Context: an optimization exercise on an open-source flow, tuned for a short achievable clock period and few clock cycles. The choices shown serve that exercise and are no tape-out recipe.
In this exercise RTL edits were held to simulation tests only and were not proved equivalent to the original.
No activity file was given, so power comes from the tool's default toggle rates.

// dcacheTop
module dcacheTop (
  input  logic              CLK,
  input  logic              rstN,
  input  logic              dmemRen,
  input  logic              dmemWen,
  input  logic              halt,
  input  logic              memWait,
  input  logic              ccWait,
  input  logic              ccInv,
  input  dcachePkg::memWord dmemAddr,
  input  dcachePkg::memWord dmemStore,
  input  dcachePkg::memWord memLoad,
  input  dcachePkg::memWord ccSnoopAddr,
  output dcachePkg::memWord dmemLoad,
  output dcachePkg::memWord memAddr,
  output dcachePkg::memWord memStore,
  output logic              dHit,
  output logic              memRen,
  output logic              memWen,
  output logic              ccTrans,
  output logic              ccWrite,
  output logic              ccDone,
  output logic              flushed
);
clock: 6.0 ns
lec_check: 0
cap_margin: 20
core_margin: 2
core_utilization: 55
setup_slack_margin: 3.5
slew_margin: 20
standard.sh (not shown) runs the stock make flow with config.mk's settings and CLKGATE_MAP_FILE= SYNTH_SCRIPT=/design/flow/synth_recipe.tcl, a recipe that flattens the netlist after the stock synthesis.
==> flow/flow/run.sh <==
#!/bin/bash
# Standard ORFS layout, with two changes to how it sizes cells: port buffers
# are real buffers (not the delay cells buffer_ports picks by default) and
# repair may swap a cell for one of another footprint.
set -euo pipefail
bash standard.sh synth > synth.log 2>&1
bash standard.sh MATCH_CELL_FOOTPRINT=0 \
  "BUFFER_PORTS_ARGS=-buffer_cell sky130_fd_sc_hd__buf_4" finish > layout.log 2>&1
The baseline went through all stages and came out clean.
Testbench counts at the start, summed over its fixed seeds: cycles 12,828.
Next try:
--- a/flow/design.v
+++ b/flow/design.v
@@ -62,25 +62,25 @@
   logic sFbeg;    
   logic sFwb0;    
   logic sFwb1;
   logic sHalt;    
   logic [IW-1:0] fIdx;                       
   logic [IW-1:0] fFirstR, fNextR;            
   logic          anyDirtyR, anyRestR;
   logic          memRenR, memWenR, ccTransR, ccWriteR;
   logic          nDHitR, nCcDoneR, nFlushedR, nCLastR, nSLastR, nFLastR;
   logic          fwdR;                       
   logic          fwd2R;                      
   logic          doStoreR, doInvR;           
-  logic [WW-1:0] memAddrR, memStoreR, dLoadR;
+  logic [WW-1:0] memAddrR, memStoreR, nDLoadR;    
   logic [IW-1:0] cIdx, sIdx;
   logic          cW, cpuReq;
   logic [LW-1:0] cLine, sLine;
   logic [NS-1:0] cEq, sEq;
   logic          cHit, cDirty, sHit, sDirty;
   assign cIdx   = dmemAddr[3 +: IW];
   assign sIdx   = ccSnoopAddr[3 +: IW];
   assign cW     = dmemAddr[2];
   assign cLine  = dmemAddr[WW-1:3];
   assign sLine  = ccSnoopAddr[WW-1:3];
   assign cpuReq = dmemRen | dmemWen;
   always_comb
@@ -111,26 +111,26 @@
         fNext = IW'(s);
     end
   end
   assign memRen   = memRenR;
   assign memWen   = memWenR;
   assign ccTrans  = ccTransR;
   assign ccWrite  = ccWriteR;
   assign memAddr  = memAddrR;
   assign memStore = memStoreR;
   assign dHit     = !(nDHitR && (memWait || nCLastR));
   assign ccDone   = !(nCcDoneR && (memWait || nSLastR));
   assign flushed  = !(nFlushedR && (memWait || nFLastR));
-  assign dmemLoad[WW/2-1:0]  = ({(WW/2){fwdR}}  & memLoad[WW/2-1:0])  | dLoadR[WW/2-1:0];
-  assign dmemLoad[WW-1:WW/2] = ({(WW/2){fwd2R}} & memLoad[WW-1:WW/2]) | dLoadR[WW-1:WW/2];
+  assign dmemLoad[WW/2-1:0]  = ~(~({(WW/2){fwdR}}  & memLoad[WW/2-1:0])  & nDLoadR[WW/2-1:0]);
+  assign dmemLoad[WW-1:WW/2] = ~(~({(WW/2){fwd2R}} & memLoad[WW-1:WW/2]) & nDLoadR[WW-1:WW/2]);
   logic bDone;                      
   logic iC, iS, iH;                 
   logic cKeep, cUpg, cWb, cRd, sWb;
   logic lastDone;                   
   logic fMore, fEnd;                
   assign bDone    = !memWait;
   assign iC       = sIdle && cpuReq;
   assign iS       = sIdle && !cpuReq && ccWait;
   assign iH       = sIdle && !cpuReq && !ccWait && halt;
   assign cKeep    = cHit && (dmemRen || cDirty);    
   assign cUpg     = cHit && !dmemRen && !cDirty;    
   assign cWb      = !cHit && cDirty;
@@ -188,25 +188,25 @@
                ({WW{aSet}}          & (memAddrR | WW'(4))) |
                ({WW{hold}}          & memAddrR);
     memStoreN = ({WW{iC}}             & w0Arr[cIdx]) |
                 ({WW{iS}}             & w0Arr[sIdx]) |
                 ({WW{sFbeg}}          & w0Arr[fFirstR]) |
                 ({WW{fMore}}          & w0Arr[fNextR]) |
                 ({WW{sWb0 && bDone}}  & w1Arr[cIdx]) |
                 ({WW{sSwb0 && bDone}} & w1Arr[sIdx]) |
                 ({WW{sFwb0 && bDone}} & w1Arr[fIdx]) |
                 ({WW{hold || (sWb1 && bDone) || (sRd0 && bDone)}} & memStoreR);
     dLoadN = ({WW{sIdle}}                   & (cW ? w1Arr[cIdx] : w0Arr[cIdx])) |
              ({WW{sRd0 && bDone && dmemRen && !cW}} & memLoad) |
-             ({WW{!sIdle && !(sRd0 && bDone)}}      & dLoadR);
+             ({WW{!sIdle && !(sRd0 && bDone)}}      & ~nDLoadR);
     fIdxN = sFbeg ? fFirstR : (fMore ? fNextR : fIdx);
   end
   always_ff @(posedge CLK or negedge rstN)
   begin
     if (!rstN)
     begin
       sIdle     <= 1'b1;
       sDone     <= 1'b0;
       sWb0      <= 1'b0;
       sWb1      <= 1'b0;
       sRd0      <= 1'b0;
       sRd1      <= 1'b0;
@@ -264,25 +264,25 @@
       nFlushedR <= !flushedN;
       nCLastR   <= !cLastN;
       nSLastR   <= !sLastN;
       nFLastR   <= !fLastN;
       doStoreR  <= iC && cKeep && dmemWen;
       doInvR    <= iS && !sWb && sHit && ccInv;
     end
   end
   always_ff @(posedge CLK)
   begin
     memAddrR  <= memAddrN;
     memStoreR <= memStoreN;
-    dLoadR    <= dLoadN;
+    nDLoadR   <= ~dLoadN;
     fwdR      <= fwdN;
     fwd2R     <= fwd2N;
   end
   always_ff @(posedge CLK or negedge rstN)
   begin
     if (!rstN)
     begin
       vld <= '0;
       drt <= '0;
     end
     else
     begin
What happened:
- cell count climbs by 2.3%
- total power rose by 1.3%
- core utilization goes up by 3.5 points
- combinational power climbs by 3.7%
- non-clock buffer count rose by 128
- global-route usage goes up by 0.48 points
Testbench counts after the change, summed over its fixed seeds: cycles 12,828.

==> afterwards: timing with drivers on the ports <==
The flow's constraints put no driver on any port. The routed layouts listed below were extracted and timed again, unchanged, in two steps.
Step 1, drivers: a clkbuf_16 drives CLK and a buf_2 each remaining input, both assumed.
Step 2, shift: input delay + t, output delay - t, t = (earliest + latest rising clock arrival at the registers) / 2. This alone moves slack from input paths to output paths.
Slacks: ideal ports / drivers / drivers and shift; pairs: ideal ports / drivers.
run	t (ns)	setup WS [ns]	pins driven straight from the clock port
the first run	0.776	3.128 / 3.060 / 2.374	1
the second run	0.788	3.095 / 3.017 / 2.356	1
After both steps setup and hold are still met in every run listed. For the first run, which loses most, drivers alone change the setup slack by -0.068 ns; drivers and shift together by -0.754 ns.
